Background: an optimization exercise with open tools, aiming at small area and a short achievable clock period. Do not read the settings as production practice.

Design cic_interpolator, start of the top module:
module cic_interpolator (
  input  logic                clock,
  input  logic                reset_n,
  input  logic [5:0]          interpolation,
  input  logic                clear_underflow,
  output logic                underflow,
  input  logic                out_strobe,
  input  logic                in_valid,
  input  logic signed [17:0]  in_data,
  output logic                in_ready,
  output logic                out_valid,
  output logic signed [17:0]  out_data
);
==> module cic_interpolator, before the edit <==
module cic_interpolator (
  input  logic                clock,
  input  logic                reset_n,
  input  logic [5:0]          interpolation,
  input  logic                clear_underflow,
  output logic                underflow,
  input  logic                out_strobe,
  input  logic                in_valid,
  input  logic signed [17:0]  in_data,
  output logic                in_ready,
  output logic                out_valid,
  output logic signed [17:0]  out_data
);
  localparam int AW   = cic_pkg::ACC_WIDTH;
  localparam int KIND = 0;
  logic [5:0]          phase_q;
  logic                phase_nz_q;
  logic [17:0]         sample0_q, sample1_q;
  logic [18:0]         comb_last1_q;
  logic [19:0]         comb2_q, comb_last2_q;
  logic [20:0]         comb3_q, comb_last3_q;
  logic [21:0]         comb4_q, comb_last4_q;
  logic [21:0]         integ1_q;
  logic [AW-1:0]       integ2_q, integ3_q, integ4_q, integ5_q;
  logic [17:0]         out_data_q;
  logic                out_valid_q;
  logic                underflow_q;
  logic                load_tick;
  logic                wrap;
  logic [17:0]         x;
  logic [18:0]         comb1;
  logic [19:0]         csa_s, csa_c;
  logic [19:0]         comb2_d;
  logic [20:0]         comb3_d;
  logic [21:0]         comb4_d;
  logic [AW-1:0]       sum2, sum3, sum4, sum5;
  logic [2:0]          slice_sel;
  logic [17:0]         slice;
  logic                rnd_bit;
  assign load_tick = out_strobe && !phase_nz_q;
  assign x         = in_valid ? in_data : 18'd0;
  assign wrap      = ({1'b0, phase_q} + 7'd1) >= {1'b0, interpolation};
  cic_add #(.W(19), .KIND(KIND)) u_comb1 (
    .a({sample0_q[17], sample0_q}), .b(~{sample1_q[17], sample1_q}), .ci(1'b1), .s(comb1));
  always_comb begin
    logic [19:0] a, b, c;
    a = {{2{sample0_q[17]}}, sample0_q};
    b = ~{{2{sample1_q[17]}}, sample1_q};
    c = ~{comb_last1_q[18], comb_last1_q};
    csa_s = a ^ b ^ c;
    csa_c = {(a[18:0] & b[18:0]) | (a[18:0] & c[18:0]) | (b[18:0] & c[18:0]), 1'b1};
  end
  cic_add #(.W(20), .KIND(KIND)) u_comb2 (.a(csa_s), .b(csa_c), .ci(1'b1), .s(comb2_d));
  cic_add #(.W(21), .KIND(KIND)) u_comb3 (
    .a({comb2_q[19], comb2_q}), .b(~{comb_last2_q[19], comb_last2_q}), .ci(1'b1), .s(comb3_d));
  cic_add #(.W(22), .KIND(KIND)) u_comb4 (
    .a({comb3_q[20], comb3_q}), .b(~{comb_last3_q[20], comb_last3_q}), .ci(1'b1), .s(comb4_d));
  cic_add #(.W(AW), .KIND(KIND)) u_add2 (
    .a(integ2_q), .b({{(AW-22){integ1_q[21]}}, integ1_q}), .ci(1'b0), .s(sum2));
  cic_add #(.W(AW), .KIND(KIND)) u_add3 (.a(integ3_q), .b(integ2_q), .ci(1'b0), .s(sum3));
  cic_add #(.W(AW), .KIND(KIND)) u_add4 (.a(integ4_q), .b(integ3_q), .ci(1'b0), .s(sum4));
  cic_add #(.W(AW), .KIND(KIND)) u_add5 (.a(integ5_q), .b(integ4_q), .ci(1'b0), .s(sum5));
  always_comb begin
    if (interpolation < 6'd2 || interpolation > 6'd40) slice_sel = 3'd5;
    else if (interpolation <= 6'd2)  slice_sel = 3'd0;
    else if (interpolation <= 6'd4)  slice_sel = 3'd1;
    else if (interpolation <= 6'd8)  slice_sel = 3'd2;
    else if (interpolation <= 6'd16) slice_sel = 3'd3;
    else if (interpolation <= 6'd32) slice_sel = 3'd4;
    else                             slice_sel = 3'd5;
  end
  cic_round u_round (
    .acc     (integ5_q),
    .sel     (slice_sel),
    .slice   (slice),
    .rnd_bit (rnd_bit)
  );
  always_ff @(posedge clock or negedge reset_n) begin
    if (!reset_n) begin
      phase_q      <= '0;
      phase_nz_q   <= 1'b0;
      sample0_q    <= '0;
      sample1_q    <= '0;
      comb_last1_q <= '0;
      comb2_q      <= '0;
      comb_last2_q <= '0;
      comb3_q      <= '0;
      comb_last3_q <= '0;
      comb4_q      <= '0;
      comb_last4_q <= '0;
      integ1_q     <= '0;
      integ2_q     <= '0;
      integ3_q     <= '0;
      integ4_q     <= '0;
      integ5_q     <= '0;
      out_valid_q  <= 1'b0;
      underflow_q  <= 1'b0;
    end else begin
      if (out_strobe) begin
        phase_q    <= wrap ? 6'd0 : phase_q + 6'd1;
        phase_nz_q <= !wrap;
        integ2_q   <= sum2;
        integ3_q   <= sum3;
        integ4_q   <= sum4;
        integ5_q   <= sum5;
      end
      if (load_tick) begin
        sample0_q    <= x;
        sample1_q    <= sample0_q;
        comb_last1_q <= comb1;
        comb2_q      <= comb2_d;
        comb_last2_q <= comb2_q;
        comb3_q      <= comb3_d;
        comb_last3_q <= comb3_q;
        comb4_q      <= comb4_d;
        comb_last4_q <= comb4_q;
        integ1_q     <= comb_last4_q;
      end
      out_valid_q <= out_strobe;
      if (load_tick && !in_valid) underflow_q <= 1'b1;
      else if (clear_underflow)   underflow_q <= 1'b0;
    end
  end
  always_ff @(posedge clock) begin
    out_data_q <= slice + 18'(rnd_bit);
  end
  assign in_ready  = load_tick;
  assign out_valid = out_valid_q;
  assign out_data  = out_data_q;
  assign underflow = underflow_q;
endmodule
clock: 6.5 ns
lec_check: 0
cap_margin: 20
core_margin: 2
core_utilization: 40
place_density: 0.6
setup_slack_margin: 3.2
slew_margin: 20
run.sh (not shown) runs the stock make flow with config.mk's settings and CLKGATE_MAP_FILE= SYNTH_SCRIPT=/design/flow/synth_recipe.tcl, a recipe that flattens the netlist after the stock synthesis.
==> next run, changes <==
--- a/flow/design.v
+++ b/flow/design.v
@@ -133,9 +133,9 @@
 );
   localparam int AW   = cic_pkg::ACC_WIDTH;
-  localparam int KIND = 0;
+  localparam int KIND = 1;
   logic [5:0]          phase_q;
   logic                phase_nz_q;
-  logic [17:0]         sample0_q, sample1_q;
-  logic [18:0]         comb_last1_q;
+  logic [17:0]         comb_last0_q;
+  logic [18:0]         comb1_q, comb_last1_q;
   logic [19:0]         comb2_q, comb_last2_q;
   logic [20:0]         comb3_q, comb_last3_q;
@@ -149,6 +149,5 @@
   logic                wrap;
   logic [17:0]         x;
-  logic [18:0]         comb1;
-  logic [19:0]         csa_s, csa_c;
+  logic [18:0]         comb1_d;
   logic [19:0]         comb2_d;
   logic [20:0]         comb3_d;
@@ -162,14 +161,7 @@
   assign wrap      = ({1'b0, phase_q} + 7'd1) >= {1'b0, interpolation};
   cic_add #(.W(19), .KIND(KIND)) u_comb1 (
-    .a({sample0_q[17], sample0_q}), .b(~{sample1_q[17], sample1_q}), .ci(1'b1), .s(comb1));
-  always_comb begin
-    logic [19:0] a, b, c;
-    a = {{2{sample0_q[17]}}, sample0_q};
-    b = ~{{2{sample1_q[17]}}, sample1_q};
-    c = ~{comb_last1_q[18], comb_last1_q};
-    csa_s = a ^ b ^ c;
-    csa_c = {(a[18:0] & b[18:0]) | (a[18:0] & c[18:0]) | (b[18:0] & c[18:0]), 1'b1};
-  end
-  cic_add #(.W(20), .KIND(KIND)) u_comb2 (.a(csa_s), .b(csa_c), .ci(1'b1), .s(comb2_d));
+    .a({x[17], x}), .b(~{comb_last0_q[17], comb_last0_q}), .ci(1'b1), .s(comb1_d));
+  cic_add #(.W(20), .KIND(KIND)) u_comb2 (
+    .a({comb1_q[18], comb1_q}), .b(~{comb_last1_q[18], comb_last1_q}), .ci(1'b1), .s(comb2_d));
   cic_add #(.W(21), .KIND(KIND)) u_comb3 (
     .a({comb2_q[19], comb2_q}), .b(~{comb_last2_q[19], comb_last2_q}), .ci(1'b1), .s(comb3_d));
@@ -200,6 +192,6 @@
       phase_q      <= '0;
       phase_nz_q   <= 1'b0;
-      sample0_q    <= '0;
-      sample1_q    <= '0;
+      comb_last0_q <= '0;
+      comb1_q      <= '0;
       comb_last1_q <= '0;
       comb2_q      <= '0;
@@ -226,7 +218,7 @@
       end
       if (load_tick) begin
-        sample0_q    <= x;
-        sample1_q    <= sample0_q;
-        comb_last1_q <= comb1;
+        comb_last0_q <= x;
+        comb1_q      <= comb1_d;
+        comb_last1_q <= comb1_q;
         comb2_q      <= comb2_d;
         comb_last2_q <= comb2_q;
Area after synthesis went up by 7.8%.
Sequential share of layout area went down by 2.1 points.
First-iteration DRC count went down by 1.8%.
Cell count went up by 13%.
Fmax went up by 8.6%.
No run of this note included a check of the RTL's function; only the layout flow was run.

separate check: timing with driven ports:
Ports are ideal in the flow. The routed layouts listed here were re-timed in OpenROAD.
Step 1: set_driving_cell puts a clkbuf_16 on clock and a buf_2 on each other input, an assumption about the parent block.
Step 2 also shifts input and output timing later by t, the mid clock arrival at the registers, as if the neighbouring blocks saw the same clock.
Slacks: no drivers / after step 1 / after step 2; pairs: no drivers / after step 1.
| run | t, ns | slack for setup (ns) | clock arrival spread, ns | worst register clock-pin slew, ns | pins driven straight from the clock port |
|---|---|---|---|---|---|
| the first run | 0.642 | 2.884 / 2.886 / 2.244 | 0.023 / 0.024 | 0.06 / 0.06 | 1 |
| the second run | 0.649 | 3.170 / 3.077 / 2.612 | 0.031 / 0.031 | 0.06 / 0.06 | 1 |
After both steps setup and hold are still met in every run listed. The setup slack of the first run, which loses most, moves by +0.002 ns with the drivers and by -0.640 ns with both steps.
